Context: an optimization exercise on an open-source flow, tuned for small area. The choices shown serve that exercise and are no tape-out recipe. Function was checked by simulation only, so behaviour that the tests miss may differ from the original. Power figures rest on the tool's default switching activity, not on a simulated workload.

==> 07-03 <==
==> flow/design.v (excerpt) <==
module alu_rs_cluster #(
    parameter int NUM_ENTRIES = 8    
) (
    input  wire               clk_in,
    input  wire               rst_in,
    input  wire               rdy_in,       
    input  wire               flush,
    input  wire               dispatch_valid,
    input  wire [3:0]         dispatch_op,
    input  wire [alu_rs_pkg::TAG_W-1:0]   dispatch_tag,
    input  wire               src1_ready,
    input  wire [alu_rs_pkg::TAG_W-1:0]   src1_tag,
    input  wire [alu_rs_pkg::XLEN-1:0]    src1_value,
    input  wire               src2_ready,
    input  wire [alu_rs_pkg::TAG_W-1:0]   src2_tag,
    input  wire [alu_rs_pkg::XLEN-1:0]    src2_value,
    output logic              full,
    output logic              result_valid,
    output logic [alu_rs_pkg::TAG_W-1:0]  result_tag,
    output logic [alu_rs_pkg::XLEN-1:0]   result_value
);
make LEC_CHECK=0 CAP_MARGIN=20 CORE_MARGIN=2 CORE_UTILIZATION=40 SLEW_MARGIN=20 finish   # period 6.0 ns
run.sh (not shown) runs the stock make flow with config.mk's settings and CLKGATE_MAP_FILE= SYNTH_SCRIPT=/design/flow/synth_recipe.tcl, a recipe that flattens the netlist after the stock synthesis.
==> 02-27 (differences from 07-03) <==
--- a/flow/design.v
+++ b/flow/design.v
@@ -77,25 +77,26 @@
     input  wire [alu_rs_pkg::TAG_W-1:0]  alloc_tag,
     input  wire                          src1_rdy,
     input  wire                          src1_bus,
     input  wire [alu_rs_pkg::XLEN-1:0]   src1_val,    
     input  wire                          src2_rdy,
     input  wire                          src2_bus,
     input  wire [alu_rs_pkg::XLEN-1:0]   src2_val,
     output logic                         busy,
-    output logic                         iss_ready,
+    output logic                         iss_ready_nxt,    
     output logic [3:0]                   iss_op,
     output logic [alu_rs_pkg::TAG_W-1:0] iss_tag,
     output logic [alu_rs_pkg::XLEN-1:0]  iss_v1,
     output logic [alu_rs_pkg::XLEN-1:0]  iss_v2,
     input  wire                          iss_grant
 );
     localparam int XLEN = alu_rs_pkg::XLEN;
-    logic            busy_q;
+    logic            busy_q, busy_d;
+    logic            r1_d, r2_d;
     logic [3:0]      op_q;
     logic [alu_rs_pkg::TAG_W-1:0] tag_q;
     logic            r1_q, r2_q;
     logic [XLEN-1:0] f1_q, f2_q;
     logic            wake1, wake2;
     logic            s1, b1, h1, s2, b2, h2;
     rs_snoop snoop1_inst (
         .waiting   (!r1_q),
@@ -106,137 +107,141 @@
     );
     rs_snoop snoop2_inst (
         .waiting   (!r2_q),
         .tag       (f2_q[alu_rs_pkg::TAG_W-1:0]),
         .bus_valid (result_valid),
         .bus_tag   (result_tag),
         .hit       (wake2)
     );
-    always_ff @(posedge clk_in)
+    always_comb
     begin
+        busy_d = busy_q;
         if (rst_in)
-            busy_q <= 1'b0;
+            busy_d = 1'b0;
         else if (rdy_in)
         begin
             if (flush)
-                busy_q <= 1'b0;
+                busy_d = 1'b0;
             else if (alloc)
-                busy_q <= 1'b1;
+                busy_d = 1'b1;
             else if (iss_grant)
-                busy_q <= 1'b0;
+                busy_d = 1'b0;
         end
     end
     always_ff @(posedge clk_in)
+        busy_q <= busy_d;
+    always_ff @(posedge clk_in)
     begin
         if (!busy_q)
         begin
             op_q  <= alloc_op;
             tag_q <= alloc_tag;
         end
     end
     assign s1 = !busy_q && !src1_bus;
     assign b1 = busy_q ? (rdy_in && wake1) : src1_bus;
     assign h1 = busy_q && !(rdy_in && wake1);
     assign s2 = !busy_q && !src2_bus;
     assign b2 = busy_q ? (rdy_in && wake2) : src2_bus;
     assign h2 = busy_q && !(rdy_in && wake2);
+    assign r1_d = busy_q ? (r1_q || (rdy_in && wake1)) : src1_rdy;
+    assign r2_d = busy_q ? (r2_q || (rdy_in && wake2)) : src2_rdy;
     always_ff @(posedge clk_in)
     begin
-        r1_q <= busy_q ? (r1_q || (rdy_in && wake1)) : src1_rdy;
-        r2_q <= busy_q ? (r2_q || (rdy_in && wake2)) : src2_rdy;
+        r1_q <= r1_d;
+        r2_q <= r2_d;
         f1_q <= ({XLEN{s1}} & src1_val) | ({XLEN{b1}} & result_value) | ({XLEN{h1}} & f1_q);
         f2_q <= ({XLEN{s2}} & src2_val) | ({XLEN{b2}} & result_value) | ({XLEN{h2}} & f2_q);
     end
     assign busy      = busy_q;
-    assign iss_ready = busy_q && r1_q && r2_q;
+    assign iss_ready_nxt = busy_d && r1_d && r2_d;
     assign iss_op    = op_q;
     assign iss_tag   = tag_q;
     assign iss_v1    = f1_q;
     assign iss_v2    = f2_q;
 endmodule
 `default_nettype wire
 `default_nettype none
 module alu_issue #(
     parameter int NUM_ENTRIES = 8
 ) (
     input  wire                          clk_in,
     input  wire                          rst_in,
     input  wire                          rdy_in,
     input  wire                          flush,
-    input  wire [NUM_ENTRIES-1:0]        ready_vec,
+    input  wire [NUM_ENTRIES-1:0]        ready_nxt,    
     input  wire [NUM_ENTRIES*4-1:0]      op_arr,
     input  wire [NUM_ENTRIES*alu_rs_pkg::TAG_W-1:0]  tag_arr,
     input  wire [NUM_ENTRIES*alu_rs_pkg::XLEN-1:0]   v1_arr,
     input  wire [NUM_ENTRIES*alu_rs_pkg::XLEN-1:0]   v2_arr,
     output logic [NUM_ENTRIES-1:0]       grant_oh,
     output logic                         result_valid,
     output logic [alu_rs_pkg::TAG_W-1:0]             result_tag,
     output logic [alu_rs_pkg::XLEN-1:0]              result_value
 );
     localparam int XLEN  = alu_rs_pkg::XLEN;
     localparam int TAG_W = alu_rs_pkg::TAG_W;
     logic              any_grant;
     logic [3:0]        op;
     logic [TAG_W-1:0]  sel_tag;
     logic [XLEN-1:0]   a, b;
     logic [XLEN-1:0]   alu_out;
-    assign grant_oh  = ready_vec & (~ready_vec + 1'b1);     
-    assign any_grant = |ready_vec;
+    always_ff @(posedge clk_in)
+        grant_oh <= ready_nxt & (~ready_nxt + 1'b1);     
+    assign any_grant = |grant_oh;
     always_comb
     begin
         op      = '0;
         sel_tag = '0;
         a       = '0;
         b       = '0;
         for (int i = 0; i < NUM_ENTRIES; i++)
         begin
             op      = op      | ({4{grant_oh[i]}}     & op_arr[i*4 +: 4]);
             sel_tag = sel_tag | ({TAG_W{grant_oh[i]}} & tag_arr[i*TAG_W +: TAG_W]);
             a       = a       | ({XLEN{grant_oh[i]}}  & v1_arr[i*XLEN +: XLEN]);
             b       = b       | ({XLEN{grant_oh[i]}}  & v2_arr[i*XLEN +: XLEN]);
         end
     end
     logic            sub;
-    logic [XLEN-1:0] bx;
+    logic [XLEN-1:0] bx, p, g;
     logic [XLEN:0]   sum;
     logic            slt, sltu;
     assign sub  = (op == alu_rs_pkg::OP_SUB) || (op == alu_rs_pkg::OP_SLT) || (op == alu_rs_pkg::OP_SLTU);
     assign bx   = b ^ {XLEN{sub}};
+    assign p    = a ^ bx;
+    assign g    = a & bx;
     assign sum  = {1'b0, a} + {1'b0, bx} + {{XLEN{1'b0}}, sub};
     assign sltu = !sum[XLEN];
     assign slt  = (a[XLEN-1] ^ b[XLEN-1]) ? a[XLEN-1] : sum[XLEN-1];
-    logic            is_sll;
     logic            fill;
     logic [XLEN-1:0] sh_in, sh_out, sh_rev;
-    assign is_sll = (op == alu_rs_pkg::OP_SLL);
-    assign fill   = (op == alu_rs_pkg::OP_SRA) && a[XLEN-1];
+    assign fill = (op == alu_rs_pkg::OP_SRA) && a[XLEN-1];
     always_comb
         for (int i = 0; i < XLEN; i++)
-            sh_in[i] = is_sll ? a[XLEN-1-i] : a[i];
+            sh_in[i] = (op == alu_rs_pkg::OP_SLL) ? a[XLEN-1-i] : a[i];
     assign sh_out = XLEN'({{XLEN{fill}}, sh_in} >> b[4:0]);
     always_comb
         for (int i = 0; i < XLEN; i++)
             sh_rev[i] = sh_out[XLEN-1-i];
-    always_comb
-    begin
-        case (op)
-            alu_rs_pkg::OP_ADD,
-            alu_rs_pkg::OP_SUB:  alu_out = sum[XLEN-1:0];
-            alu_rs_pkg::OP_AND:  alu_out = a & b;
-            alu_rs_pkg::OP_OR:   alu_out = a | b;
-            alu_rs_pkg::OP_XOR:  alu_out = a ^ b;
-            alu_rs_pkg::OP_SLL:  alu_out = sh_rev;
-            alu_rs_pkg::OP_SRL,
-            alu_rs_pkg::OP_SRA:  alu_out = sh_out;
-            alu_rs_pkg::OP_SLT:  alu_out = {{(XLEN-1){1'b0}}, slt};
-            alu_rs_pkg::OP_SLTU: alu_out = {{(XLEN-1){1'b0}}, sltu};
-            default:             alu_out = '0;
-        endcase
-    end
+    logic k_sum, k_g, k_p, k_sl, k_sr, k_slt, k_sltu;
+    assign k_sum  = (op == alu_rs_pkg::OP_ADD) || (op == alu_rs_pkg::OP_SUB);
+    assign k_g    = (op == alu_rs_pkg::OP_AND) || (op == alu_rs_pkg::OP_OR);
+    assign k_p    = (op == alu_rs_pkg::OP_OR)  || (op == alu_rs_pkg::OP_XOR);
+    assign k_sl   = (op == alu_rs_pkg::OP_SLL);
+    assign k_sr   = (op == alu_rs_pkg::OP_SRL) || (op == alu_rs_pkg::OP_SRA);
+    assign k_slt  = (op == alu_rs_pkg::OP_SLT);
+    assign k_sltu = (op == alu_rs_pkg::OP_SLTU);
+    assign alu_out = ({XLEN{k_sum}} & sum[XLEN-1:0])
+                   | ({XLEN{k_g}}   & g)
+                   | ({XLEN{k_p}}   & p)
+                   | ({XLEN{k_sl}}  & sh_rev)
+                   | ({XLEN{k_sr}}  & sh_out)
+                   | {{(XLEN-1){1'b0}}, (k_slt && slt) || (k_sltu && sltu)};
     always_ff @(posedge clk_in)
     begin
         if (rst_in)
             result_valid <= 1'b0;
         else if (rdy_in)
             result_valid <= any_grant && !flush;
     end
     always_ff @(posedge clk_in)
@@ -272,17 +277,17 @@
     output logic [alu_rs_pkg::XLEN-1:0]   result_value
 );
     localparam int XLEN  = alu_rs_pkg::XLEN;
     localparam int TAG_W = alu_rs_pkg::TAG_W;
     logic [NUM_ENTRIES-1:0]       busy_vec;
     logic [NUM_ENTRIES-1:0]       alloc_oh;
     logic [NUM_ENTRIES-1:0]       alloc_oh2;
     logic                         full2;
-    logic [NUM_ENTRIES-1:0]       ready_vec;
+    logic [NUM_ENTRIES-1:0]       ready_nxt;
     logic [NUM_ENTRIES-1:0]       grant_oh;
     logic [NUM_ENTRIES*4-1:0]     op_arr;
     logic [NUM_ENTRIES*TAG_W-1:0] tag_arr;
     logic [NUM_ENTRIES*XLEN-1:0]  v1_arr;
     logic [NUM_ENTRIES*XLEN-1:0]  v2_arr;
     logic                         s1_rdy, s1_bus, s2_rdy, s2_bus;
     logic [TAG_W-1:0]             s1_lo, s2_lo;
     rs_dispatch #(
@@ -334,32 +339,32 @@
             .alloc_tag    (dispatch_tag),
             .src1_rdy     (s1_rdy),
             .src1_bus     (s1_bus),
             .src1_val     ({src1_value[XLEN-1:TAG_W], s1_lo}),
             .src2_rdy     (s2_rdy),
             .src2_bus     (s2_bus),
             .src2_val     ({src2_value[XLEN-1:TAG_W], s2_lo}),
             .busy         (busy_vec[i]),
-            .iss_ready    (ready_vec[i]),
+            .iss_ready_nxt (ready_nxt[i]),
             .iss_op       (op_arr[i*4 +: 4]),
             .iss_tag      (tag_arr[i*TAG_W +: TAG_W]),
             .iss_v1       (v1_arr[i*XLEN +: XLEN]),
             .iss_v2       (v2_arr[i*XLEN +: XLEN]),
             .iss_grant    (grant_oh[i])
         );
     end
     alu_issue #(
         .NUM_ENTRIES (NUM_ENTRIES)
     ) alu_issue_inst (
         .clk_in       (clk_in),
         .rst_in       (rst_in),
         .rdy_in       (rdy_in),
         .flush        (flush),
-        .ready_vec    (ready_vec),
+        .ready_nxt    (ready_nxt),
         .op_arr       (op_arr),
         .tag_arr      (tag_arr),
         .v1_arr       (v1_arr),
         .v2_arr       (v2_arr),
         .grant_oh     (grant_oh),
         .result_valid (result_valid),
         .result_tag   (result_tag),
         .result_value (result_value)
==> flow/flow/run.sh (new file) <==
#!/bin/bash
# Own layout flow: the standard ORFS flow (standard.sh, unchanged
# synthesis, floorplan, power grid and tap cells), with two changes:
#  - the port buffers are the smallest buffer cell;
#  - CTS builds larger sink clusters and inserts no dummy loads.
# Each call's full output goes to a log file in the work folder.
set -euo pipefail

CTS="-sink_clustering_enable -repair_clock_nets -dont_use_dummy_load"
CTS="$CTS -sink_clustering_size ${RS_CTS_SIZE:-32} -sink_clustering_max_diameter ${RS_CTS_DIAM:-80}"
CTS="$CTS -buf_list sky130_fd_sc_hd__clkbuf_16"

bash standard.sh \
    "BUFFER_PORTS_ARGS=-buffer_cell sky130_fd_sc_hd__buf_1" \
    "CTS_ARGS=$CTS" \
    finish > flow_make.log 2>&1
==> flow/standard.sh (new file) <==
#!/bin/bash
# synth_recipe.tcl (not shown) runs the flow's synth.tcl, then flattens the netlist and writes it again
# the make line also repeats each setting of config.mk as NAME=value (left out here)
make -C /OpenROAD-flow-scripts/flow DESIGN_CONFIG=/design/flow/config.mk WORK_HOME=/design/flow/orfs CLKGATE_MAP_FILE= SYNTH_SCRIPT=/design/flow/synth_recipe.tcl "${@:-finish}"
CAP_MARGIN = 10   (was 20)
CORE_UTILIZATION = 60   (was 40)
SLEW_MARGIN = 10   (was 20)
removed: flow/run.sh
==> key figures <==
GRT
  – Largest net degree at the start of global routing: between 40 and 50

Status
  – Outcome: complete, no violations

Route
  – Vias per inst: roughly 7.5

Finish
  – Seq Cell Count: 654

Worst setup path
  – Worst path cell trace: a22oi_1 > nand4_2 > o211ai_4 > buf_4 > xnor2_1 > ha_1 > a21oi_1 > o21ai_0 > a221oi_1 > nor4b_1 > o31ai_1 > o21ai_0 > a31oi_1 > xor2_1 > o221ai_1

Pwr
  – Seq pwr share: 60.6%
  – Power density cells: around 240 nW/um2
[end of results for 02-27]
==> key figures <==
Timing
  – Final setup fails: 0

Route
  – Vias per inst: 6.334

Synth
  – Net Count, Synth: around 4600
  – Synth top area cells: dfxtp_1, a22oi_1, nand2_1, edfxtp_1, ha_1

Pwr
  – Power density cells: 260.5 nW/um2
  – Seq pwr share: between 40% and 50%

GRT
  – Largest net degree at the start of global routing: 66

Status
  – Outcome: complete, no violations

Finish
  – Dominant kind of cell by area: multi-input gates
  – Seq Cell Count: about 650

Worst setup path
  – Worst path cell trace: buf_4 > nand3_1 > and3_2 > and3_1 > a2111oi_4 > buf_4 > nand2_1 > nor2_4 > buf_12 > buf_4 > xnor2_1 > ha_1 > nor2_1 > nor2_1 > o21ai_0 > a31oi_1 > o41ai_2 > a31oi_1 > a221oi_2 > nor2_1 > or3_1 > a21oi_1 > xnor2_1 > a221o_1
[end of results for 07-03]

==> separate check: timing with driven ports <==
The results above use ideal ports. As a check the final layouts listed here were re-extracted and re-timed, cells and wires unchanged.
Step 1, drivers: a clkbuf_16 drives clk_in and a buf_2 each remaining input, both assumed.
Step 2 adds t to the input delays and takes it off the output delays; t is the mean of the earliest and latest rising clock arrival at the registers after step 1. Input paths then give back, and output paths get back, about the clock's delay inside the block.
a / b / c = ideal / step 1 / step 2; a / b = the first two.
run	t, ns	slack for setup (ns)	clock arrival spread, ns
07-03	0.703	0.292 / 0.292 / 0.292	0.042 / 0.042
02-27	0.651	0.487 / 0.487 / 0.487	0.085 / 0.085
After both steps setup and hold are still met in every run listed.
